This design comes from an exercise in tuning for small area, a short achievable clock period and few clock cycles on the open sky130 flow, not from production work.
Where RTL was checked, it was by simulation tests only, not by an equivalence proof against the original.
For run 4, only the layout was checked, not whether the RTL still works.
Power and IR drop assume default switching activity.

[flow/design.v]
`default_nettype none
package snow_pkg;
	typedef logic signed [17:0] fx_t;
	typedef logic [3:0] cell_addr_t;
	typedef logic [2:0] wb_addr_t;
	typedef logic [31:0] wb_data_t;
	localparam int NUM_CELLS = 10;
	localparam cell_addr_t SEED_CELL = 4'd4;
	localparam fx_t FX_ONE = 18'sb01_0000000000000000;
	localparam fx_t FX_SIXTH = 18'sb00_0010101010101010;
	localparam wb_addr_t REG_CTRL = 3'd0;
	localparam wb_addr_t REG_ALPHA = 3'd1;
	localparam wb_addr_t REG_BETA = 3'd2;
	localparam wb_addr_t REG_GAMMA = 3'd3;
	localparam wb_addr_t REG_STEP = 3'd4;
	localparam wb_addr_t REG_CELL = 3'd5;
	localparam wb_addr_t REG_LAST_U = 3'd6;
	localparam wb_addr_t REG_LAST_V = 3'd7;
	typedef enum logic [2:0] {SEED, IDLE, FETCH, WAIT_READ, SOLVE, COMMIT} sweep_state_t;
	function automatic fx_t fx_mult(input fx_t a, input fx_t b);
		logic signed [35:0] prod;
		prod = a * b;
		fx_mult = {prod[35], prod[32:16]};
	endfunction
endpackage
`default_nettype wire
`timescale 1ns/100ps
`default_nettype none
module snow_column_top
(
	input wire clk,
	input wire rst,
	input wire wb_cyc,
	input wire wb_stb,
	input wire wb_we,
	input snow_pkg::wb_addr_t wb_adr,
	input snow_pkg::wb_data_t wb_wdata,
	output snow_pkg::wb_data_t wb_rdata,
	output logic wb_ack
);
	typedef logic signed [17:0] fx_t;
	logic req, wr_req;
	logic [17:0] h_alpha, h_beta, h_gamma;
	logic pending;
	logic restart_q;             
	logic restart_now;           
	logic col_restart;
	assign req = wb_cyc && wb_stb && !wb_ack;
	assign wr_req = req && wb_we;
	assign restart_now = wr_req && (wb_adr == snow_pkg::REG_CTRL) && wb_wdata[0];
	assign col_restart = restart_q || restart_now;
	logic [16:0] c_alpha;        
	fx_t c_beta, c_gamma;
	fx_t c_sixth;                
	logic [18:0] ring [0:8];     
	logic prev_fz;               
	logic [18:0] last;           
	logic first;                 
	logic [3:0] last_idx;
	logic [3:0] k;
	logic [15:0] sweep;
	logic seeding;
	logic [3:0] cnt;
	logic ready, vready;
	logic dmode;                 
	logic seed_v, seed_4;        
	fx_t vert_q;                 
	logic signed [16:0] acc1;    
	logic [18:0] dsh;            
	logic signed [18:0] acc2;    
	fx_t veff_q;                 
	function automatic fx_t u_of(input logic [18:0] c);
		u_of = c[18] ? 18'sd0 : fx_t'(c[17:0]);
	endfunction
	function automatic fx_t v_of(input logic [18:0] c);
		v_of = c[18] ? fx_t'(c[17:0]) : 18'sd0;
	endfunction
	function automatic logic fz_of(input logic [18:0] c);
		fz_of = !c[17] && c[16];
	endfunction
	logic vcommit, rcommit, commit, shift, force_beta;
	assign vcommit = vready;
	assign rcommit = ready && pending;
	assign commit = vcommit || rcommit;
	assign shift = seeding || rcommit;
	assign force_beta = seeding && !vready;
	logic [18:0] ring_in, seed;
	assign ring_in = (seeding || first) ? seed : last;
	fx_t ub, ut, vert, xs, dlt, t_a, t_b, t_c;
	logic [17:0] v_s, v_c;
	logic signed [18:0] sum1;
	assign ub = (k == 4'd8 || force_beta) ? c_beta : u_of(ring[1]);
	assign ut = (k == 4'd7 || force_beta) ? c_beta : u_of(ring[3]);
	assign xs = fx_t'(acc1 >>> 1);
	assign t_a = dmode ? xs : ut;
	assign t_b = !dmode ? ub : seeding ? xs : c_sixth;
	assign t_c = dmode ? ~u_of(ring[1]) : c_beta;
	csa #(18) vert_csa (.a(t_a), .b(t_b), .c(t_c), .s(v_s), .cy(v_c));
	add_fast #(18) vert_add (.a(v_s), .b(v_c), .ci(dmode), .s(vert));
	assign dlt = vert;
	add_fast #(19) acc1_add (.a({{2{acc1[16]}}, acc1}), .b({vert_q[17], vert_q}), .ci(1'b0), .s(sum1));
	logic [2:0] win;
	logic signed [19:0] a20, mag, pp;
	logic signed [18:0] acc_in, sum2;
	assign win = dsh[2:0];
	assign a20 = {{3{c_alpha[16]}}, c_alpha};
	always_comb begin
		case (win)
			3'b001, 3'b010, 3'b101, 3'b110: mag = a20;
			3'b011, 3'b100: mag = a20 <<< 1;
			default: mag = '0;
		endcase
		pp = win[2] ? ~mag : mag;
	end
	assign acc_in = commit ? 19'sd0 : (acc2 >>> 2);
	add_fast #(19) acc2_add (.a(acc_in), .b(pp[18:0]), .ci(win[2]), .s(sum2));
	fx_t fxp, u0, v1, vsum, veff, raw, s_sum, s_new;
	logic [17:0] s_s, s_c;
	logic sat, hit;
	logic [18:0] result;
	assign v1 = !seed_v ? v_of(ring[1]) : seed_4 ? 18'sh10000 : c_beta;
	add_fast #(18) vsum_add (.a(v1), .b(c_gamma), .ci(1'b0), .s(vsum));
	assign veff = (!vsum[17] && vsum[16]) ? 18'sh10000 : vsum;
	assign seed = seed_v ? {1'b1, vsum} : {1'b0, c_beta};
	assign fxp = {acc2[18], acc2[16:0]};
	assign u0 = u_of(ring[0]);
	add_fast #(18) raw_add (.a(u0), .b(fxp), .ci(1'b0), .s(raw));
	assign sat = !raw[17] && raw[16];
	csa #(18) s_csa (.a(u0), .b(fxp), .c(veff_q), .s(s_s), .cy(s_c));
	add_fast #(18) s_add (.a(s_s), .b(s_c), .ci(1'b0), .s(s_sum));
	assign s_new = sat ? {veff_q[17:16] + 2'd1, veff_q[15:0]} : s_sum;
	assign hit = fz_of(ring[0]) || ((k != 4'd0) && prev_fz) || ((k != 4'd9) && fz_of(ring[1]));
	assign result = {hit, s_new};
	fx_t lu, lv;
	assign lu = u_of(last);
	assign lv = v_of(last);
	always_ff @(posedge clk) begin
		if (rst) begin
			wb_ack <= 1'b0;
			restart_q <= 1'b1;
			h_alpha <= '0;
			h_beta <= '0;
			h_gamma <= '0;
			pending <= 1'b0;
		end else begin
			wb_ack <= req;
			restart_q <= 1'b0;
			if (wr_req) begin
				case (wb_adr)
					snow_pkg::REG_ALPHA: h_alpha <= wb_wdata[17:0];
					snow_pkg::REG_BETA: h_beta <= wb_wdata[17:0];
					snow_pkg::REG_GAMMA: h_gamma <= wb_wdata[17:0];
					default: ;
				endcase
			end
			if (wr_req && (wb_adr == snow_pkg::REG_STEP) && wb_wdata[0]) begin
				pending <= 1'b1;
			end else if (rcommit) begin
				pending <= 1'b0;
			end
		end
		case (wb_adr)
			snow_pkg::REG_ALPHA: wb_rdata <= {14'd0, h_alpha};
			snow_pkg::REG_BETA: wb_rdata <= {14'd0, h_beta};
			snow_pkg::REG_GAMMA: wb_rdata <= {14'd0, h_gamma};
			snow_pkg::REG_STEP: wb_rdata <= {31'd0, pending};
			snow_pkg::REG_CELL: wb_rdata <= {sweep, 7'd0, fz_of(last), 4'd0, last_idx};
			snow_pkg::REG_LAST_U: wb_rdata <= {{14{lu[17]}}, lu};
			snow_pkg::REG_LAST_V: wb_rdata <= {{14{lv[17]}}, lv};
			default: wb_rdata <= '0;
		endcase
		if (rst) begin
			last <= '0;
			last_idx <= '0;
		end else if (rcommit) begin
			last <= result;
			last_idx <= k;
		end
		if (col_restart) begin
			c_alpha <= h_alpha[17:1];
			c_beta <= h_beta;
			c_gamma <= h_gamma;
		end
		if (rst || col_restart) begin
			seeding <= 1'b1;
			cnt <= 4'd15;
			ready <= 1'b0;
			dmode <= 1'b0;
			vready <= 1'b0;
			seed_v <= 1'b0;
			seed_4 <= 1'b0;
			k <= 4'd9;
			sweep <= '0;
			first <= 1'b1;
		end else begin
			if (commit) begin
				cnt <= '0;
			end else if (seeding || cnt != 4'd8) begin
				cnt <= cnt + 4'd1;
			end
			if (vcommit) begin
				seeding <= 1'b0;
			end
			ready <= !commit && !seeding && (ready || cnt == 4'd7);
			vready <= seeding && cnt == 4'd7;
			dmode <= !commit && cnt == 4'd6;
			seed_v <= seeding && (cnt == 4'd2 || cnt == 4'd3 || cnt == 4'd4);
			seed_4 <= seeding && cnt == 4'd3;
			if (commit) begin
				k <= (k == 4'd9) ? 4'd0 : k + 4'd1;
			end
			if (rcommit) begin
				first <= 1'b0;
			end
			if (rcommit && k == 4'd9) begin
				sweep <= sweep + 16'd1;
			end
		end
		if (shift) begin
			for (int i = 0; i < 8; i++) begin
				ring[i] <= ring[i + 1];
			end
			ring[8] <= ring_in;
			prev_fz <= fz_of(ring[0]);
		end
		if (commit || (seeding && cnt == 4'd15)) begin
			vert_q <= vert;
		end
		if (col_restart || commit) begin
			acc1 <= '0;
		end else if (cnt <= 4'd6) begin
			acc1 <= 17'(sum1 >>> 2);
		end
		if (seeding && cnt == 4'd7) begin
			c_sixth <= xs;
		end
		if (dmode) begin
			dsh <= {dlt, 1'b0};
		end else if (commit || cnt <= 4'd6) begin
			dsh <= {dsh[18], dsh[18], dsh[18:2]};
		end
		if (commit || cnt <= 4'd7) begin
			acc2 <= sum2;
		end
		if (commit) begin
			veff_q <= veff;
		end
	end
endmodule
module csa #(parameter int W = 18)
(
	input wire [W-1:0] a,
	input wire [W-1:0] b,
	input wire [W-1:0] c,
	output logic [W-1:0] s,
	output logic [W-1:0] cy
);
	logic [W-1:0] m;
	assign s = a ^ b ^ c;
	assign m = (a & b) | (a & c) | (b & c);
	assign cy = {m[W-2:0], 1'b0};
endmodule
module add_fast #(parameter int W = 18)
(
	input wire [W-1:0] a,
	input wire [W-1:0] b,
	input wire ci,
	output logic [W-1:0] s
);
	logic [W-1:0] p0;
	logic [W-1:0] g, p, ng, np;
	always_comb begin
		p0 = a ^ b;
		g = a & b;
		p = p0;
		g[0] = g[0] | (p0[0] & ci);
		for (int l = 0; (1 << l) < W; l++) begin
			ng = g;
			np = p;
			for (int i = 0; i < W; i++) begin
				if (((i >> l) & 1) == 1) begin
					ng[i] = g[i] | (p[i] & g[((i >> l) << l) - 1]);
					np[i] = p[i] & p[((i >> l) << l) - 1];
				end
			end
			g = ng;
			p = np;
		end
		s = p0 ^ {g[W-2:0], ci};
	end
endmodule
`default_nettype wire
[flow/flow/run.sh]
#!/bin/bash
set -eo pipefail
export SETUP_SLACK_MARGIN=16.5
bash standard.sh > standard.log 2>&1
[flow/standard.sh]
#!/bin/bash
# synth_recipe.tcl (not shown) runs the flow's synth.tcl, then flattens the netlist and writes it again
# the make line also repeats each setting of config.mk as NAME=value (left out here)
make -C /OpenROAD-flow-scripts/flow DESIGN_CONFIG=/design/flow/config.mk WORK_HOME=/design/flow/orfs CLKGATE_MAP_FILE= SYNTH_SCRIPT=/design/flow/synth_recipe.tcl "${@:-finish}"
[flow/config.mk]
export PLATFORM = sky130hd
export DESIGN_NAME = snow_column_top
export DESIGN_NICKNAME = snow_column_top
export VERILOG_FILES = /design/flow/design.v
export SDC_FILE = /design/flow/constraint.sdc
export NUM_CORES = 4
export LEC_CHECK = 0
export CAP_MARGIN = 20
export CORE_MARGIN = 2
export CORE_UTILIZATION = 40
export CTS_CLUSTER_DIAMETER = 100
export CTS_CLUSTER_SIZE = 20
export PLACE_DENSITY = 0.75
export SLEW_MARGIN = 20
[flow/constraint.sdc]
create_clock -name core_clock -period 22.0 [get_ports {clk}]
set_input_delay 4.4000 -clock core_clock [delete_from_list [all_inputs] [get_ports {clk}]]
set_output_delay 4.4000 -clock core_clock [all_outputs]
set_load 0.01 [all_outputs]
==> results.cfg, run 1 <==
[grt]
overflow = 0
grt_pass1_vias = 15904
grt.total_usage = 0.196
grt_pass1_wl_um = 91400
grt_max_degree = 93
antenna_violations_before_repair = 0

[synth]
synth-edff-count = 314
seq_area_frac_synth = 0.547
synthDominantAreaCellType = edfxtp_1
netlist.area_leader.share = 0.408
post_syn_nets = 2255
yosysMostFrequentCell = edfxtp_1
ys.flop_type = edfxtp_1
synth_warnings = 5
ys_top_cells_by_area = edfxtp_1 (41%), dfxtp_1 (14%), ha_1 (5.3%), fa_1 (5.0%), a21oi_1 (3.6%)
async_reset_ff_frac = 0
netlist_instances = 2059
synth_top_cells_by_count = edfxtp_1 (314), nand2_1 (218), a21oi_1 (164)
synth-seq-cells = 475
syn-cell-area_um2 = 23100
synth.distinct_cells = 77
post_synth.cell_area_avg_um2 = 11.2

[drt]
firstDrtPassIters = 5
route.detailed.vias_per_inst = 5.68
vias_post_dr = 16391
routed_wl_um = 59900
drt-wirelength-per-cell_um = 20.8
drt_iter0_drc = 1683
antenna_left = 0
post-route-drc-count = 0

[clock_tree]
cts_num_sinks = 475
clock_latency_late_sink_ns = 0.60
cts.root.buffer_cell = clkbuf_16
clock_path_buffers = 3
clkTransAtPathRegs_ns = 0.08
cts-htree-levels = 1
cts_buffers = 27
tritoncts = built
cts_hold_buffers = 0

[pwr]
combPwrFrac = 0.207
share_seq_of_total_power = 0.528
power_dens_cells_nw_per_um2 = 78.1
total_leakage_power_uw = 0.00985
power_switching_uw = 576
share_clk_of_total_power = 0.265
max-vdd-ir-drop_uv = 61.6
p_sw_frac = 0.286
post-layout-total-power_uw = 2020
internal-power_uw = 1440

[timing]
slew_of_the_pin_with_the_lowest_slew_margin_ns = 1.04
hold_viol = 0
fin_crit_sh = 0.249
tns_ns = 0
max_freq_mhz = 183
holdWs_ns = 0.415
clock-skew-final_ns = 0.0187
setup_slack_ns = 16.53
max_slew_margin = 0.303
period_needed_ns = 5.47
maxSlewViolCount = 0
grt_setup_unrepaired = yes
setup_violations = 0

[die]
initial_core_util = 0.403
dieArea_um2 = 59700
floorplan.rows = 88
die-width_um = 244
core_area_um2 = 57400
chipHeight_um = 244
ios = 73

[setup_path]
chain_of_cells_forming_the_critical_path = buf_2
crit_path_end_kind = output port
worst_ep_arrival_time_ns = 1.07
critical_path.slowest_cell = dfxtp_2
reg2regPathDepth = 17
crit_cells = 1
critical-path-top-delay-family = flip-flops
critPathMaxFanout = 3
criticalPathCategory = reg -> out
worst-path-buf-inv = 1
critPathMaxStageDelay_ns = 0.35
start_kind = flip-flop
cp.required_ns = 17.60

[layout]
layout-drive-gt1-share = 0.100
final_area_um2 = 25800
num-nets-final = 2296
fillers = 5097
area_growth_syn_to_layout_pct = 11.7
antenna_cells = 0

[run_status]
status = timing/DRC/antenna clean

[placed_design]
hpwlAfterDp_um = 41600
io_buffer_count = 58
routability_cong = 0.929
placed_cell_area_um2 = 24500
detailedPlace.worstSlack_ns = 14.61

[worst_hold_path]
min_delay_path_depth = 0
min_path_type = reg -> reg

[flow_run]
max_cap_violations = 0
[sequential cells by signal (all words and copies together) (netlist names), 19 cells and up]
name	flops
last	19
acc2	19
ring	171
dsh	19
wb_rdata	32
[power by group through the flow]
stage	registers [uW]	logic, uW	clock network, uW
2_1_floorplan	1060	316	0
3_3_place_gp	1080	380	0
3_5_place_dp	1080	397	0
4_1_cts	1060	411	542
5_1_grt	1070	469	570
6_report	1060	417	534
[final timing paths]
check	from	to	slack [ns]
worst min register to register	ring[7][3]$_DFFE_PP_	ring[6][3]$_DFFE_PP_	0.42
worst max-delay path	wb_ack$_SDFF_PP0_	wb_ack	16.53
worst min-delay path	ring[7][3]$_DFFE_PP_	ring[6][3]$_DFFE_PP_	0.42
worst max register to register	seed_v$_SDFF_PP0_	veff_q[0]$_SDFFCE_PP0N_	16.77
[kinds of logic after synthesis]
kind of cell	count (synthesis)	synth area share
compound gates	500	0.138
xor+xnor	76	0.0294
fa+ha+maj	156	0.103
buf+inv	201	0.0331
flops	475	0.547
mux	65	0.0297
simple gates	586	0.119
[final cells by class]
cell class                 count  area, um2  area share
clock buffer                  47        772      0.0299
clock inverter                 2       26.3     0.00102
inverter                      98        375      0.0145
multi-input combinational   1389       9980       0.387
sequential                   475      12700       0.490
tap                          765        957      0.0371
timing repair buffer         109       1040      0.0404
[layer usage]
metal / vias up / GRT usage / wire [um]
li1: 7525 / - / -
met1: 8006 / 0.267 / 24800
met2: 748 / 0.318 / 27900
met3: 112 / 0.0285 / 4970
met4: 0 / 0.0694 / 2190
met5: - / 0 / 0
[cells in the final DEF (no fill, tap or decap), drive strengths merged, types with 18 or more instances in the layout]
master	Yosys	final
a211oi	19	19
a21o	26	26
a21oi	165	165
a221oi	18	18
a22o	31	31
and2	20	20
buf	18	80
clkbuf	85	49
dfxtp	161	161
edfxtp	314	314
fa	58	58
ha	98	98
inv	94	96
mux2	28	28
mux2i	37	37
nand2	218	218
nand3	32	32
nor2	165	165
nor2b	36	36
nor3	25	25
nor3b	27	27
o21ai	116	116
o22ai	18	18
xnor2	46	46
xor2	29	29
[stage by stage]
stage,util,instances
2_1_floorplan,-,2059
3_3_place_gp,0.428,2805
6_report,0.450,2885
3_5_place_dp,0.428,2805
5_1_grt,0.450,2885
4_1_cts,0.447,2876
[repair_timing]
action,in CTS,in global routing
pin swaps,9,9
endpoints found under the setup margin,250,40
setup buffers,13,7
resized for setup,194,20
gates cloned,9,2
Testbench counts, summed over its fixed seeds: cycles 33,864.
==> run 2: changes to the inputs <==
--- a/flow/config.mk
+++ b/flow/config.mk
@@ -10,5 +10,4 @@
 export CORE_UTILIZATION = 40
 export CTS_CLUSTER_DIAMETER = 100
 export CTS_CLUSTER_SIZE = 20
-export PLACE_DENSITY = 0.75
 export SLEW_MARGIN = 20
==> run 2 against run 1 <==
Against the previous run: largest power group unchanged; highest routed layer is now met5; synthesized cell count unchanged; final cell count about the same; clock-buffer cell count increased by 2; largest cell class unchanged; setup slack got worse by 0.036 ns; register-to-register slack got worse by 0.03 ns; critical path type is now in -> reg; critical endpoint is now k[3]$_SDFFE_PP1N_; wire length increased by 3.2%; worst hold slack got worse by 0.0031 ns; non-clock buffer count decreased by 4.
==> results.cfg, run 2 <==
[run_status]
status = timing/DRC/antenna clean

[placed_design]
hpwlAfterDp_um = 43000
detailedPlace.worstSlack_ns = 14.71
io_buffer_count = 58
routability_cong = 0.902

[synth]
synth-seq-cells = 475
synth_warnings = 5
ys.flop_type = edfxtp_1
post_synth.cell_area_avg_um2 = 11.2
synth_top_cells_by_count = edfxtp_1 (314), nand2_1 (218), a21oi_1 (164)
syn-cell-area_um2 = 23100
synth-edff-count = 314
synthDominantAreaCellType = edfxtp_1
ys_top_cells_by_area = edfxtp_1 (41%), dfxtp_1 (14%), ha_1 (5.3%), fa_1 (5.0%), a21oi_1 (3.6%)
netlist.area_leader.share = 0.408
synth.distinct_cells = 77
seq_area_frac_synth = 0.547
post_syn_nets = 2255
async_reset_ff_frac = 0
netlist_instances = 2059
yosysMostFrequentCell = edfxtp_1

[timing]
setup_violations = 0
max_freq_mhz = 182
fin_crit_sh = 0.250
setup_slack_ns = 16.49
clock-skew-final_ns = 0.0234
slew_of_the_pin_with_the_lowest_slew_margin_ns = 1.08
maxSlewViolCount = 0
max_slew_margin = 0.278
period_needed_ns = 5.51
tns_ns = 0
grt_setup_unrepaired = yes
hold_viol = 0

[layout]
largest_registers = ring x171, wb_rdata x32
area_growth_syn_to_layout_pct = 11.3
layout.cells.most_common = edfxtp_1
layout-drive-gt1-share = 0.0992
fillers = 5265
largest_register_ffs = 171
final_cell_mix = edfxtp_1 (314), nand2_1 (218), a21oi_1 (159)
register_with_the_most_flip_flops = ring
num-nets-final = 2290

[setup_path]
criticalPathCategory = in -> reg
crit_path_end_kind = flip-flop
critPathMaxFanout = 12
start_kind = input port
cp.required_ns = 22.48
worst_ep_arrival_time_ns = 5.99

[die]
ios = 73
initial_core_util = 0.403
core_area_um2 = 57400
die-width_um = 244
dieArea_um2 = 59700
chipHeight_um = 244
floorplan.rows = 88

[grt]
grt_max_degree = 91
grt_pass1_wl_um = 93700
antenna_violations_before_repair = 2
grt.total_usage = 0.203
grt_pass1_vias = 15490
overflow = 0

[flow_run]
max_cap_violations = 0

[clock_tree]
clkTransAtPathRegs_ns = 0.09
cts_hold_buffers = 0
cts-htree-levels = 1
cts_buffers = 28
cts_num_sinks = 475
cts.root.buffer_cell = clkbuf_16
clock_path_buffers = 3
tritoncts = built
clock_latency_late_sink_ns = 0.60

[drt]
post-route-drc-count = 0
firstDrtPassIters = 6
route.detailed.vias_per_inst = 5.59
routed_wl_um = 61800
drt-wirelength-per-cell_um = 21.4
vias_post_dr = 16122
antenna_left = 0
drt_iter0_drc = 1721

[pwr]
max-vdd-ir-drop_uv = 60.0
power_dens_cells_nw_per_um2 = 78.7
total_leakage_power_uw = 0.00980
post-layout-total-power_uw = 2020

[worst_hold_path]
min_path_type = reg -> reg
[run 2: layer usage]
metal	GRT usage	vias to the layer above	routed length (um)
met4	0.0574	2	1740
met5	0	-	13
met2	0.335	496	29200
met1	0.285	8008	27600
met3	0.0226	102	3280
li1	-	7514	-
[run 2: power breakdown]
| part | switching [uW] | internal [uW] | total [uW] | leakage (uW) |
|---|---|---|---|---|
| logic | 241 | 175 | 416 | 0.00478 |
| clock network | 297 | 250 | 547 | 0.000397 |
| registers | 45.1 | 1020 | 1060 | 0.00463 |
| total | 583 | 1440 | 2020 | 0.00980 |
[run 2: critical path, stage by stage]
cell and delay [ns]:
dlygate4sd2_1 0.34, buf_12 0.19, nor2_4 0.06, a31o_4 0.30, or2_4 0.40, a221o_1 0.29
[run 2: path summary, 6_finish.rpt]
check,slack [ns],from,cells after the start,endpoint
min,0.41,ring[2][17]$_DFFE_PP_,0,ring[1][17]$_DFFE_PP_
max reg2reg,16.74,vready$_SDFF_PP0_,22,vert_q[17]$_DFFE_PP_
min reg2reg,0.41,ring[2][17]$_DFFE_PP_,0,ring[1][17]$_DFFE_PP_
max,16.49,wb_adr[1],6,k[3]$_SDFFE_PP1N_
[run 2: kinds of logic after synthesis]
family          share of synthesized area
compound gates                      0.138
xor+xnor                           0.0294
flops                               0.547
simple gates                        0.119
mux                                0.0297
fa+ha+maj                           0.103
buf+inv                            0.0331
[run 2: repair_timing]
item,4_1_cts,5_1_grt
setup buffers,8,4
pin swaps,7,6
hold endpoints to repair,0,0
cloned,6,3
resized for setup,181,16
endpoints found under the setup margin,239,32
[run 2: metrics by stage]
step | hold WS (ns) | std cells | instance area [um2] | util
detailed placement | 0.405 | 2808 | 24600 | 0.428
global placement | 0.400 | 2808 | 24500 | 0.428
CTS | 0.415 | 2874 | 25500 | 0.445
global route | 0.420 | 2881 | 25700 | 0.448
floorplan | 0.400 | 2059 | 23300 | -
finish | 0.412 | 2883 | 25700 | 0.448
[run 2: area by class of cell]
type	instances	area (um2)	area share
multi-input cells	1386	9920	0.385
inverters	98	368	0.0143
clock buffers	49	801	0.0311
diodes	2	5.00	0.000195
clock inverters	3	31.3	0.00122
well taps	765	957	0.0372
repair buffers	105	982	0.0382
flip-flops and latches	475	12700	0.492
==> run 3: changes to the inputs <==
--- a/flow/config.mk
+++ b/flow/config.mk
@@ -10,4 +10,6 @@
 export CORE_UTILIZATION = 40
 export CTS_CLUSTER_DIAMETER = 100
 export CTS_CLUSTER_SIZE = 20
+export GPL_ROUTABILITY_DRIVEN = 0
+export GPL_TIMING_DRIVEN = 0
 export SLEW_MARGIN = 20
==> run 3 against run 2 <==
Against the previous run: clock-buffer cell count shrank 3; worst hold slack gained 0.0031 ns; power grew 1.7%; synthesized area is the same; cell area grew 1.9%; utilization grew 0.86 points; wire length grew 5.5%; still clean; sequential cell count is the same; combinational power grew 6.3%; clock power grew 2%.
==> results.cfg, run 3 <==
[grt]
overflow = 0
grt_pass1_wl_um = 98700
grt_max_degree = 60
grt.total_usage = 0.216
antenna_violations_before_repair = 0
grt_pass1_vias = 16104

[drt]
routed_wl_um = 65200
vias_post_dr = 16729
route.detailed.vias_per_inst = 5.63
drt-wirelength-per-cell_um = 21.9
post-route-drc-count = 0
drt_iter0_drc = 1661
antenna_left = 0
firstDrtPassIters = 5

[synth]
netlist_instances = 2059
synth.distinct_cells = 77
post_synth.cell_area_avg_um2 = 11.2
syn-cell-area_um2 = 23100
synth-edff-count = 314
ys.flop_type = edfxtp_1
async_reset_ff_frac = 0
synth-seq-cells = 475
synth_top_cells_by_count = edfxtp_1 (314), nand2_1 (218), a21oi_1 (164)
synthDominantAreaCellType = edfxtp_1
netlist.area_leader.share = 0.408
synth_warnings = 5
seq_area_frac_synth = 0.547
ys_top_cells_by_area = edfxtp_1 (41%), dfxtp_1 (14%), ha_1 (5.3%), fa_1 (5.0%), a21oi_1 (3.6%)
yosysMostFrequentCell = edfxtp_1
post_syn_nets = 2255

[clock_tree]
clock_latency_late_sink_ns = 0.61
cts-htree-levels = 1
clock_path_buffers = 3
clkTransAtPathRegs_ns = 0.08
cts_hold_buffers = 0
cts_buffers = 29
cts.root.buffer_cell = clkbuf_16
cts_num_sinks = 475
tritoncts = built

[layout]
antenna_cells = 0
layout-drive-gt1-share = 0.115
num-nets-final = 2382
fillers = 5247
multiInputGateArea_um2 = 9970
largest_register_ffs = 171
register_with_the_most_flip_flops = ring
final_util = 0.457
layout.cells.most_common = edfxtp_1
area_growth_syn_to_layout_pct = 13.4
largest_registers = ring x171, wb_rdata x32
register_area_um2 = 12700
final_cell_mix = edfxtp_1 (314), nand2_1 (218), a21oi_1 (159)

[timing]
tns_ns = 0
slew_of_the_pin_with_the_lowest_slew_margin_ns = 1.00
fin_crit_sh = 0.249
grt_setup_unrepaired = yes
hold_viol = 0
setup_slack_ns = 16.51
holdWs_ns = 0.415
setup_violations = 0
clock-skew-final_ns = 0.0341
maxSlewViolCount = 0
max_freq_mhz = 182
max_slew_margin = 0.331
period_needed_ns = 5.49

[setup_path]
crit_path_end_kind = flip-flop
worst-path-buf-inv = 4
critPathMaxStageDelay_ns = 0.40
worst_ep_arrival_time_ns = 6.01
chain_of_cells_forming_the_critical_path = dlygate4sd2_1 > a31o_4 > or2_4 > clkbuf_16 > clkbuf_16 > buf_12 > a21oi_2
critPathMaxFanout = 7
cp.required_ns = 22.53
criticalPathCategory = in -> reg
start_kind = input port
critical_path.most_common_cell = clkbuf_16
critical-path-top-delay-family = buffers and inverters
critical_path.slowest_cell = dlygate4sd2_1

[pwr]
total_leakage_power_uw = 0.0100
post-layout-total-power_uw = 2060
max-vdd-ir-drop_uv = 61.1
power_dens_cells_nw_per_um2 = 78.5

[worst_hold_path]
min_path_type = reg -> reg

[die]
core_area_um2 = 57400
floorplan.rows = 88
die-width_um = 244
dieArea_um2 = 59700
chipHeight_um = 244
ios = 73
initial_core_util = 0.403

[flow_run]
max_cap_violations = 0

[run_status]
status = timing/DRC/antenna clean

[placed_design]
hpwlAfterDp_um = 49700
io_buffer_count = 57
detailedPlace.worstSlack_ns = 14.64
==> run 3: cell count changes in the layout (fill, tap and decap cells not counted), moves of 4 or more <==
cell and change:
clkbuf_1 +53, clkbuf_8 +11, dlygate4sd2_1 -5, clkbuf_4 +5, clkbuf_2 +16, buf_6 +4, buf_1 +5, buf_12 -4
==> run 3: report_power, final <==
group | internal, uW | total, uW | leakage (uW) | switching, uW
logic | 183 | 442 | 0.00500 | 259
registers | 1020 | 1060 | 0.00463 | 42.9
clock network | 252 | 557 | 0.000416 | 305
==> run 3: layout make-up <==
| type | instances | area share |
|---|---|---|
| repair buffers | 94 | 0.0294 |
| multi-input cells | 1385 | 0.380 |
| clock buffers | 46 | 0.0301 |
| inverters | 98 | 0.0140 |
| clock inverters | 7 | 0.00243 |
| flip-flops and latches | 475 | 0.483 |
| well taps | 765 | 0.0365 |
| plain buffers | 103 | 0.0241 |
==> run 3: per-layer routing <==
layer	wire, um	up-vias	global-route usage
li1	-	7681	-
met1	27600	8226	0.291
met2	30400	665	0.353
met3	4270	157	0.0262
met4	2980	0	0.0911
met5	0	-	0
==> run 3: timing repair <==
action / 4_1_cts / 5_1_grt
cloned: 4 / 0
pin swaps: 12 / 13
endpoints found under the hold margin: 0 / 0
endpoints found under the setup margin: 249 / 73
setup buffers: 15 / 14
resized for setup: 207 / 42
==> run 3: metrics by stage <==
stage / cells / instance area, um2
finish: 2973 / 26200
global route: 2973 / 26200
CTS: 2959 / 26100
detailed placement: 2887 / 24900
global placement: 2881 / 24800
floorplan: 2059 / 23300
==> run 3: cells by family after synthesis <==
| group | synth area share |
|---|---|
| AOI/OAI and AO/OA | 0.138 |
| xor gates and xnor gates | 0.0294 |
| adders and majority gates | 0.103 |
| buffers and inverters | 0.0331 |
| DFF | 0.547 |
| muxes | 0.0297 |
| and+or+nand+nor | 0.119 |
==> run 3: worst paths after layout <==
kind                    startpoint                      to  slack, ns  cells after the start
max                    wb_wdata[0]  sweep[15]$_SDFFE_PP0P_      16.51                      7
min          ring[6][12]$_DFFE_PP_   ring[5][12]$_DFFE_PP_       0.42                      0
max reg2reg   seeding$_SDFFE_PP1P_    vert_q[17]$_DFFE_PP_      16.70                     23
min reg2reg  ring[6][12]$_DFFE_PP_   ring[5][12]$_DFFE_PP_       0.42                      0
==> run 4: changes to the inputs <==
--- a/flow/design.v
+++ b/flow/design.v
@@ -64,7 +64,7 @@
 	logic ready, vready;
 	logic dmode;                 
 	logic seed_v, seed_4;        
-	fx_t vert_q;                 
+	logic ub_beta, ut_beta;      
 	logic signed [16:0] acc1;    
 	logic [18:0] dsh;            
 	logic signed [18:0] acc2;    
@@ -78,19 +78,18 @@
 	function automatic logic fz_of(input logic [18:0] c);
 		fz_of = !c[17] && c[16];
 	endfunction
-	logic vcommit, rcommit, commit, shift, force_beta;
+	logic vcommit, rcommit, commit, shift;
 	assign vcommit = vready;
 	assign rcommit = ready && pending;
 	assign commit = vcommit || rcommit;
 	assign shift = seeding || rcommit;
-	assign force_beta = seeding && !vready;
 	logic [18:0] ring_in, seed;
 	assign ring_in = (seeding || first) ? seed : last;
 	fx_t ub, ut, vert, xs, dlt, t_a, t_b, t_c;
 	logic [17:0] v_s, v_c;
 	logic signed [18:0] sum1;
-	assign ub = (k == 4'd8 || force_beta) ? c_beta : u_of(ring[1]);
-	assign ut = (k == 4'd7 || force_beta) ? c_beta : u_of(ring[3]);
+	assign ub = ub_beta ? c_beta : u_of(ring[0]);
+	assign ut = ut_beta ? c_beta : u_of(ring[2]);
 	assign xs = fx_t'(acc1 >>> 1);
 	assign t_a = dmode ? xs : ut;
 	assign t_b = !dmode ? ub : seeding ? xs : c_sixth;
@@ -98,7 +97,7 @@
 	csa #(18) vert_csa (.a(t_a), .b(t_b), .c(t_c), .s(v_s), .cy(v_c));
 	add_fast #(18) vert_add (.a(v_s), .b(v_c), .ci(dmode), .s(vert));
 	assign dlt = vert;
-	add_fast #(19) acc1_add (.a({{2{acc1[16]}}, acc1}), .b({vert_q[17], vert_q}), .ci(1'b0), .s(sum1));
+	add_fast #(19) acc1_add (.a({{2{acc1[16]}}, acc1}), .b({vert[17], vert}), .ci(1'b0), .s(sum1));
 	logic [2:0] win;
 	logic signed [19:0] a20, mag, pp;
 	logic signed [18:0] acc_in, sum2;
@@ -190,6 +189,8 @@
 			seed_v <= 1'b0;
 			seed_4 <= 1'b0;
 			k <= 4'd9;
+			ub_beta <= 1'b1;
+			ut_beta <= 1'b1;
 			sweep <= '0;
 			first <= 1'b1;
 		end else begin
@@ -208,6 +209,8 @@
 			seed_4 <= seeding && cnt == 4'd3;
 			if (commit) begin
 				k <= (k == 4'd9) ? 4'd0 : k + 4'd1;
+				ub_beta <= (k == 4'd8);
+				ut_beta <= (k == 4'd7);
 			end
 			if (rcommit) begin
 				first <= 1'b0;
@@ -222,9 +225,6 @@
 			end
 			ring[8] <= ring_in;
 			prev_fz <= fz_of(ring[0]);
-		end
-		if (commit || (seeding && cnt == 4'd15)) begin
-			vert_q <= vert;
 		end
 		if (col_restart || commit) begin
 			acc1 <= '0;
--- a/flow/config.mk
+++ b/flow/config.mk
@@ -10,6 +10,4 @@
 export CORE_UTILIZATION = 40
 export CTS_CLUSTER_DIAMETER = 100
 export CTS_CLUSTER_SIZE = 20
-export GPL_ROUTABILITY_DRIVEN = 0
-export GPL_TIMING_DRIVEN = 0
 export SLEW_MARGIN = 20
==> run 4 against run 3 <==
Against the previous run: still clean on timing, DRC and antenna; final cell count down 4.4%; clock-buffer cell count grew 2; clock skew down 0.013 ns; sequential cell count is 16 lower; clock power decreased by 7.9%; synthesized area shrank 3.6%; wire length shrank 14%; largest cell class unchanged; highest routed layer unchanged.
==> results.cfg, run 4 <==
[run_status]
status = timing/DRC/antenna clean

[synth]
netlist.area_leader.share = 0.399
synth_top_cells_by_count = edfxtp_1 (296), nand2_1 (270), dfxtp_1 (163)
post_synth.cell_area_avg_um2 = 11.1
synth-edff-count = 296
synth_warnings = 5
synth.distinct_cells = 71
seq_area_frac_synth = 0.545
post_syn_nets = 2209
ys.flop_type = edfxtp_1
netlist_instances = 2013
synthDominantAreaCellType = edfxtp_1
ys_top_cells_by_area = edfxtp_1 (40%), dfxtp_1 (15%), ha_1 (5.5%), fa_1 (5.2%), nand2_1 (4.5%)
syn-cell-area_um2 = 22300
yosysMostFrequentCell = edfxtp_1
async_reset_ff_frac = 0
synth-seq-cells = 459

[layout]
final_util = 0.457
num-nets-final = 2271
layout-drive-gt1-share = 0.120
final_cell_mix = edfxtp_1 (296), nand2_1 (268), dfxtp_1 (156)
antenna_cells = 0
largest_register_ffs = 171
register_with_the_most_flip_flops = ring
area_growth_syn_to_layout_pct = 13.0
largest_registers = ring x171, wb_rdata x32
fillers = 5150
layout.cells.most_common = edfxtp_1

[setup_path]
critPathMaxStageDelay_ns = 0.55
critical-path-top-delay-family = adder cells
internal_reg_to_reg_setup_slack_ns = 16.36
start_kind = flip-flop
worst_ep_arrival_time_ns = 6.16
critPathMaxFanout = 4
worst-path-buf-inv = 5
critical_path.slowest_cell = fa_2
cp.required_ns = 22.52
criticalPathCategory = reg -> reg
crit_path_end_kind = flip-flop

[placed_design]
hpwlAfterDp_um = 39100
routability_cong = 0.811
io_buffer_count = 58

[timing]
hold_viol = 0
fin_crit_sh = 0.256
grt_setup_unrepaired = yes
max_slew_margin = 0.281
maxSlewViolCount = 0
period_needed_ns = 5.64
holdWs_ns = 0.402
max_freq_mhz = 177
tns_ns = 0
slew_of_the_pin_with_the_lowest_slew_margin_ns = 1.08
clock-skew-final_ns = 0.0212
setup_violations = 0

[worst_hold_path]
min_path_type = reg -> reg

[clock_tree]
cts_hold_buffers = 0
clkTransAtPathRegs_ns = 0.10
tritoncts = built
cts-htree-levels = 1
clock_path_buffers = 3
cts.root.buffer_cell = clkbuf_16
clock_latency_late_sink_ns = 0.59
cts_num_sinks = 459
cts_buffers = 26

[die]
floorplan.rows = 86
dieArea_um2 = 57600
die-width_um = 240
chipHeight_um = 240
initial_core_util = 0.405
ios = 73
core_area_um2 = 55100

[flow_run]
max_cap_violations = 0

[drt]
routed_wl_um = 56200
vias_post_dr = 15240
firstDrtPassIters = 7
drt-wirelength-per-cell_um = 19.8
antenna_left = 0
post-route-drc-count = 0
drt_iter0_drc = 1263
route.detailed.vias_per_inst = 5.36

[grt]
overflow = 0
antenna_violations_before_repair = 0
grt_pass1_vias = 14863
grt_pass1_wl_um = 86600
grt.total_usage = 0.195
grt_max_degree = 89

[pwr]
power_dens_cells_nw_per_um2 = 76.9
total_leakage_power_uw = 0.00992
max-vdd-ir-drop_uv = 57.3
[run 4: changes by cell type in the layout (fill, tap and decap cells not counted), sizes merged, moves of 18 or more]
cell / change
nand2: +52
nor2: -25
nor3b: -20
buf: +21
edfxtp: -18
clkbuf: -90
[run 4: cell families after synthesis]
logic type               Yosys count  share of synthesized area
XOR/XNOR                          79                     0.0310
buffers and inverters            208                     0.0353
adder cells (fa/ha/maj)          156                      0.107
flip-flops                       459                      0.545
AND/OR/NAND/NOR                  561                      0.111
AO/OA/AOI/OAI                    492                      0.142
multiplexers                      58                     0.0276
[run 4: per-layer routing]
layer / global-route usage / wire length, um / vias up
met5: 0 / 0 / -
met4: 0.0711 / 2020 / 0
met3: 0.0219 / 3110 / 79
met2: 0.323 / 26000 / 433
met1: 0.264 / 25100 / 7421
li1: - / - / 7307
[run 4: worst reg2reg max path, delay by kind of cell, from the launching register on]
kind	cells	cell delay, ns
fa+ha+maj	6	2.11
compound gates	10	1.59
simple gates	6	1.12
buf+inv	5	0.41
flops	1	0.36
[run 4: layout make-up]
class | count | area, um2 | share of cell area
clock buffer | 48 | 754 | 0.0300
timing repair buffer | 135 | 1220 | 0.0485
multi-input combinational | 1349 | 9710 | 0.386
inverter | 104 | 392 | 0.0156
tap | 748 | 936 | 0.0372
sequential | 459 | 12200 | 0.483
[run 4: per-stage QoR]
| stage | cells | worst slack [ns] | area [um2] | total power (uW) |
|---|---|---|---|---|
| detailed placement | 2747 | 14.93 | 23700 | 1410 |
| CTS | 2833 | 16.27 | 25000 | 1940 |
| floorplan | 2013 | 16.02 | 22400 | 1310 |
| finish | 2843 | 16.36 | 25200 | 1940 |
| global placement | 2747 | 14.99 | 23700 | 1400 |
| global route | 2843 | 16.14 | 25200 | 2040 |
[run 4: final timing paths]
kind / from / end / cells past startpoint
hold / removal: ring[4][8]$_DFFE_PP_ / ring[3][8]$_DFFE_PP_ / 0
hold reg to reg: ring[4][8]$_DFFE_PP_ / ring[3][8]$_DFFE_PP_ / 0
setup / recovery: ut_beta$_SDFFE_PP1N_ / acc1[14]$_SDFFE_PP0P_ / 27
setup reg to reg: ut_beta$_SDFFE_PP1N_ / acc1[14]$_SDFFE_PP0P_ / 27
[run 4: timing repair]
| item | CTS | global route |
|---|---|---|
| pin swaps | 22 | 15 |
| buffers inserted | 31 | 8 |
| cloned | 7 | 1 |
| gates resized for setup | 228 | 28 |
| endpoints found under the setup margin | 222 | 105 |
[run 4: power by group]
part | total (uW) | switching, uW | leakage (uW) | internal (uW)
Combinational | 428 | 243 | 0.00510 | 185
Sequential | 996 | 29.6 | 0.00447 | 967
Clock | 513 | 281 | 0.000358 | 232
==> run 5: changes to the inputs <==
--- a/flow/design.v
+++ b/flow/design.v
@@ -64,10 +64,11 @@
 	logic ready, vready;
 	logic dmode;                 
 	logic seed_v, seed_4;        
-	logic ub_beta, ut_beta;      
+	fx_t vert_q;                 
 	logic signed [16:0] acc1;    
 	logic [18:0] dsh;            
 	logic signed [18:0] acc2;    
+	logic dlt_min;               
 	fx_t veff_q;                 
 	function automatic fx_t u_of(input logic [18:0] c);
 		u_of = c[18] ? 18'sd0 : fx_t'(c[17:0]);
@@ -78,18 +79,19 @@
 	function automatic logic fz_of(input logic [18:0] c);
 		fz_of = !c[17] && c[16];
 	endfunction
-	logic vcommit, rcommit, commit, shift;
+	logic vcommit, rcommit, commit, shift, force_beta;
 	assign vcommit = vready;
 	assign rcommit = ready && pending;
 	assign commit = vcommit || rcommit;
 	assign shift = seeding || rcommit;
+	assign force_beta = seeding && !vready;
 	logic [18:0] ring_in, seed;
 	assign ring_in = (seeding || first) ? seed : last;
 	fx_t ub, ut, vert, xs, dlt, t_a, t_b, t_c;
 	logic [17:0] v_s, v_c;
 	logic signed [18:0] sum1;
-	assign ub = ub_beta ? c_beta : u_of(ring[0]);
-	assign ut = ut_beta ? c_beta : u_of(ring[2]);
+	assign ub = (k == 4'd8 || force_beta) ? c_beta : u_of(ring[1]);
+	assign ut = (k == 4'd7 || force_beta) ? c_beta : u_of(ring[3]);
 	assign xs = fx_t'(acc1 >>> 1);
 	assign t_a = dmode ? xs : ut;
 	assign t_b = !dmode ? ub : seeding ? xs : c_sixth;
@@ -97,7 +99,7 @@
 	csa #(18) vert_csa (.a(t_a), .b(t_b), .c(t_c), .s(v_s), .cy(v_c));
 	add_fast #(18) vert_add (.a(v_s), .b(v_c), .ci(dmode), .s(vert));
 	assign dlt = vert;
-	add_fast #(19) acc1_add (.a({{2{acc1[16]}}, acc1}), .b({vert[17], vert}), .ci(1'b0), .s(sum1));
+	add_fast #(19) acc1_add (.a({{2{acc1[16]}}, acc1}), .b({vert_q[17], vert_q}), .ci(1'b0), .s(sum1));
 	logic [2:0] win;
 	logic signed [19:0] a20, mag, pp;
 	logic signed [18:0] acc_in, sum2;
@@ -111,22 +113,22 @@
 		endcase
 		pp = win[2] ? ~mag : mag;
 	end
+	logic signed [18:0] u_add;
+	logic [18:0] a_s, a_c;
 	assign acc_in = commit ? 19'sd0 : (acc2 >>> 2);
-	add_fast #(19) acc2_add (.a(acc_in), .b(pp[18:0]), .ci(win[2]), .s(sum2));
-	fx_t fxp, u0, v1, vsum, veff, raw, s_sum, s_new;
-	logic [17:0] s_s, s_c;
+	assign u_add = (cnt == 4'd7 && !commit) ? 19'(u_of(ring[0])) : 19'sd0;
+	csa #(19) acc2_csa (.a(acc_in), .b(pp[18:0]), .c(u_add), .s(a_s), .cy(a_c));
+	add_fast #(19) acc2_add (.a(a_s), .b(a_c), .ci(win[2]), .s(sum2));
+	fx_t v1, vsum, veff, raw, s_sum, s_new;
 	logic sat, hit;
 	logic [18:0] result;
 	assign v1 = !seed_v ? v_of(ring[1]) : seed_4 ? 18'sh10000 : c_beta;
 	add_fast #(18) vsum_add (.a(v1), .b(c_gamma), .ci(1'b0), .s(vsum));
 	assign veff = (!vsum[17] && vsum[16]) ? 18'sh10000 : vsum;
 	assign seed = seed_v ? {1'b1, vsum} : {1'b0, c_beta};
-	assign fxp = {acc2[18], acc2[16:0]};
-	assign u0 = u_of(ring[0]);
-	add_fast #(18) raw_add (.a(u0), .b(fxp), .ci(1'b0), .s(raw));
+	assign raw = {acc2[17] ^ (dlt_min && c_alpha == 17'h10000), acc2[16:0]};
 	assign sat = !raw[17] && raw[16];
-	csa #(18) s_csa (.a(u0), .b(fxp), .c(veff_q), .s(s_s), .cy(s_c));
-	add_fast #(18) s_add (.a(s_s), .b(s_c), .ci(1'b0), .s(s_sum));
+	add_fast #(18) s_add (.a(raw), .b(veff_q), .ci(1'b0), .s(s_sum));
 	assign s_new = sat ? {veff_q[17:16] + 2'd1, veff_q[15:0]} : s_sum;
 	assign hit = fz_of(ring[0]) || ((k != 4'd0) && prev_fz) || ((k != 4'd9) && fz_of(ring[1]));
 	assign result = {hit, s_new};
@@ -189,8 +191,6 @@
 			seed_v <= 1'b0;
 			seed_4 <= 1'b0;
 			k <= 4'd9;
-			ub_beta <= 1'b1;
-			ut_beta <= 1'b1;
 			sweep <= '0;
 			first <= 1'b1;
 		end else begin
@@ -209,8 +209,6 @@
 			seed_4 <= seeding && cnt == 4'd3;
 			if (commit) begin
 				k <= (k == 4'd9) ? 4'd0 : k + 4'd1;
-				ub_beta <= (k == 4'd8);
-				ut_beta <= (k == 4'd7);
 			end
 			if (rcommit) begin
 				first <= 1'b0;
@@ -225,6 +223,9 @@
 			end
 			ring[8] <= ring_in;
 			prev_fz <= fz_of(ring[0]);
+		end
+		if (commit || (seeding && cnt == 4'd15)) begin
+			vert_q <= vert;
 		end
 		if (col_restart || commit) begin
 			acc1 <= '0;
@@ -243,6 +244,7 @@
 			acc2 <= sum2;
 		end
 		if (commit) begin
+			dlt_min <= (dsh == {18'h20000, 1'b0});
 			veff_q <= veff;
 		end
 	end
==> run 5 against run 4 <==
Against the previous run: clock-buffer cell count is the same; utilization shrank 0.37 points; sequential power grew 7%; combinational power grew 4%; power grew 7.2%; global-route usage grew 1.0 points; setup slack gained 0.17 ns; worst hold slack gained 0.0039 ns; clock skew grew 0.0026 ns; cell area grew 1.5%; critical path type is now in -> reg; critical endpoint is now acc1[1]$_SDFFE_PP0P_.
==> results.cfg, run 5 <==
[synth]
async_reset_ff_frac = 0
netlist_instances = 2062
ys.flop_type = edfxtp_1
netlist.area_leader.share = 0.414
synth_top_cells_by_count = edfxtp_1 (315), nand2_1 (276), a21oi_1 (176)
synth_warnings = 5
synth-edff-count = 315
seq_area_frac_synth = 0.555
synthDominantAreaCellType = edfxtp_1
synth-seq-cells = 476
syn-cell-area_um2 = 22800
ys_top_cells_by_area = edfxtp_1 (41%), dfxtp_1 (14%), fa_1 (5.2%), ha_1 (4.5%), nand2_1 (4.5%)
synth.distinct_cells = 75
post_synth.cell_area_avg_um2 = 11.1
post_syn_nets = 2244
yosysMostFrequentCell = edfxtp_1

[drt]
post-route-drc-count = 0
vias_post_dr = 15840
firstDrtPassIters = 5
routed_wl_um = 61400
antenna_left = 0
route.detailed.vias_per_inst = 5.49
drt-wirelength-per-cell_um = 21.3
drt_iter0_drc = 1156

[die]
dieArea_um2 = 59100
chipHeight_um = 243
ios = 73
die-width_um = 243
floorplan.rows = 87
initial_core_util = 0.405
core_area_um2 = 56400

[layout]
largest_register_ffs = 171
layout-drive-gt1-share = 0.104
fin_cells = 2886
multiInputGateArea_um2 = 9510
area_growth_syn_to_layout_pct = 11.9
largest_registers = ring x171, wb_rdata x32
fillers = 5331
layout.cells.most_common = edfxtp_1
final_cell_mix = edfxtp_1 (315), nand2_1 (275), a21oi_1 (175)
register_with_the_most_flip_flops = ring
antenna_cells = 0
num-nets-final = 2290
register_area_um2 = 12700

[placed_design]
placedCellCount = 2802
routability_cong = 0.871
io_buffer_count = 58
hpwlAfterDp_um = 42800

[pwr]
combPwrFrac = 0.215
power_switching_uw = 611
p_sw_frac = 0.294
total_leakage_power_uw = 0.00986
share_clk_of_total_power = 0.269
max-vdd-ir-drop_uv = 65.2
internal-power_uw = 1470
share_seq_of_total_power = 0.516
power_dens_cells_nw_per_um2 = 81.2

[clock_tree]
tritoncts = built
clock_path_buffers = 3
cts_buffers = 28
clock_latency_late_sink_ns = 0.62
cts-htree-levels = 1
cts.root.buffer_cell = clkbuf_16
clkTransAtPathRegs_ns = 0.10
cts_num_sinks = 476

[timing]
period_needed_ns = 5.47
clock-skew-final_ns = 0.0238
grt_setup_unrepaired = yes
max_freq_mhz = 183
max_slew_margin = 0.301
setup_violations = 0
slew_of_the_pin_with_the_lowest_slew_margin_ns = 1.05
fin_crit_sh = 0.249
maxSlewViolCount = 0
hold_viol = 0
tns_ns = 0

[setup_path]
crit_path_end_kind = flip-flop
chain_of_cells_forming_the_critical_path = clkdlybuf4s15_2 > buf_12 > nor2_2 > a31o_4 > buf_16 > or2_4 > buf_12 > a211oi_1
critical_path.slowest_cell = or2_4
start_kind = input port
criticalPathCategory = in -> reg
critPathMaxStageDelay_ns = 0.30
cp.required_ns = 22.52
worst_ep_arrival_time_ns = 5.99
critical_path.most_common_cell = buf_12
critPathMaxFanout = 14

[grt]
grt_pass1_vias = 15591
antenna_violations_before_repair = 0
grt.total_usage = 0.205
overflow = 0
grt_max_degree = 91
grt_pass1_wl_um = 93300

[flow_run]
max_cap_violations = 0

[worst_hold_path]
min_path_type = reg -> reg

[run_status]
status = timing/DRC/antenna clean
## run 5: changes by cell type in the layout (fill, tap and decap cells not counted), sizes merged, moves of 14 or more
cell and delta:
ha -15, a21oi +28, nand3 +16, buf -14, edfxtp +19, inv +16, nor3b +19, nor2 -24
nor2b -18
## run 5: logic make-up (layout without fill, tap and decap cells)
kind of cell | Yosys count | after routing | share of synthesized area
multiplexers | 56 | 56 | 0.0260
adder cells (fa/ha/maj) | 142 | 142 | 0.0971
buffers and inverters | 225 | 292 | 0.0373
XOR/XNOR | 79 | 79 | 0.0303
AO/OA/AOI/OAI | 500 | 500 | 0.136
flip-flops | 476 | 476 | 0.555
AND/OR/NAND/NOR | 584 | 585 | 0.118
## run 5: per-layer routing
metal | GRT usage | wire [um] | vias to the layer above
li1 | - | - | 7454
met1 | 0.289 | 27100 | 7761
met2 | 0.330 | 28600 | 533
met3 | 0.0187 | 3560 | 92
met4 | 0.0731 | 2070 | 0
met5 | 0 | 0 | -
## run 5: repair_timing
item,in CTS,in global routing
pin swaps,8,8
setup endpoints to repair,223,68
buffers inserted,21,5
hold buffers,0,0
resized for setup,188,30
gates cloned,4,2
## run 5: path summary, 6_finish.rpt
check | start | end | slack, ns | cells after the start
hold / removal | ring[8][2]$_DFFE_PP_ | ring[7][2]$_DFFE_PP_ | 0.41 | 0
hold reg to reg | ring[8][2]$_DFFE_PP_ | ring[7][2]$_DFFE_PP_ | 0.41 | 0
setup / recovery | wb_adr[0] | acc1[1]$_SDFFE_PP0P_ | 16.53 | 8
setup reg to reg | k[2]$_SDFFE_PP0P_ | dsh[18]$_DFFE_PP_ | 16.68 | 21
## run 5: power groups by stage
stage / Combinational, uW / Sequential [uW] / Clock (uW)
after floorplan: 326 / 1070 / 0
after global placement: 410 / 1090 / 0
after detailed placement: 425 / 1090 / 0
after CTS: 435 / 1070 / 571
after global routing: 501 / 1080 / 605
final: 446 / 1070 / 559
## run 5: cell type report
class                      count  share of cell area
inverter                     118              0.0173
clock inverter                 4             0.00161
timing repair buffer         122              0.0442
tap                          756              0.0370
sequential                   476               0.497
clock buffer                  48              0.0316
multi-input combinational   1362               0.372
## run 5: critical path, delay by kind of cell
| kind | cells | cell delay (ns) |
|---|---|---|
| compound gates | 2 | 0.47 |
| simple gates | 2 | 0.36 |
| buf+inv | 4 | 0.73 |
## run 5: metrics by stage
step            util  total power, uW  hold slack [ns]  cell area [um2]  setup WS, ns
3_5_place_dp   0.431             1520            0.405            24300         14.28
2_1_floorplan      -             1390            0.400            23000         16.03
5_1_grt        0.453             2180            0.425            25600         16.37
4_1_cts        0.450             2080            0.414            25400         16.50
3_3_place_gp   0.431             1500            0.400            24300         14.36
6_report       0.453             2080            0.406            25600         16.53
Testbench counts of run 5, summed over its fixed seeds: cycles 33,864.

[port drivers added, routing unchanged]
No port has a modelled driver above. Below, the same layouts with a new extraction and two added sets of constraints. Step 1 sets driving cells, clkbuf_16 on the clock port and buf_2 on the other inputs (assumed; they add their load-dependent delay and slew). Step 2 moves the port delays by t, midway between the first and last clock arrival at a register: inputs arrive t later, outputs are due t later. That takes back most of the time a late clock gives input paths. Three values: ideal, step 1, step 2; two values: the first two.
| run | shift t [ns] | slack for setup (ns) | latest minus earliest clock arrival (ns) | worst slew at a driven data input, ns |
|---|---|---|---|---|
| run 1 | 0.651 | 16.528 / 16.468 / 15.940 | 0.021 / 0.021 | 0.06 |
| run 2 | 0.645 | 16.492 / 16.466 / 15.869 | 0.024 / 0.024 | 0.04 |
| run 3 | 0.654 | 16.514 / 16.479 / 15.895 | 0.034 / 0.034 | 0.07 |
| run 4 | 0.638 | 16.360 / 16.360 / 15.803 | 0.022 / 0.022 | 0.06 |
| run 5 | 0.663 | 16.532 / 16.475 / 15.903 | 0.025 / 0.025 | 0.05 |
After both steps setup and hold are still met in every run listed. The setup slack of run 5, which loses most, moves by -0.057 ns with the drivers and by -0.629 ns with both steps.
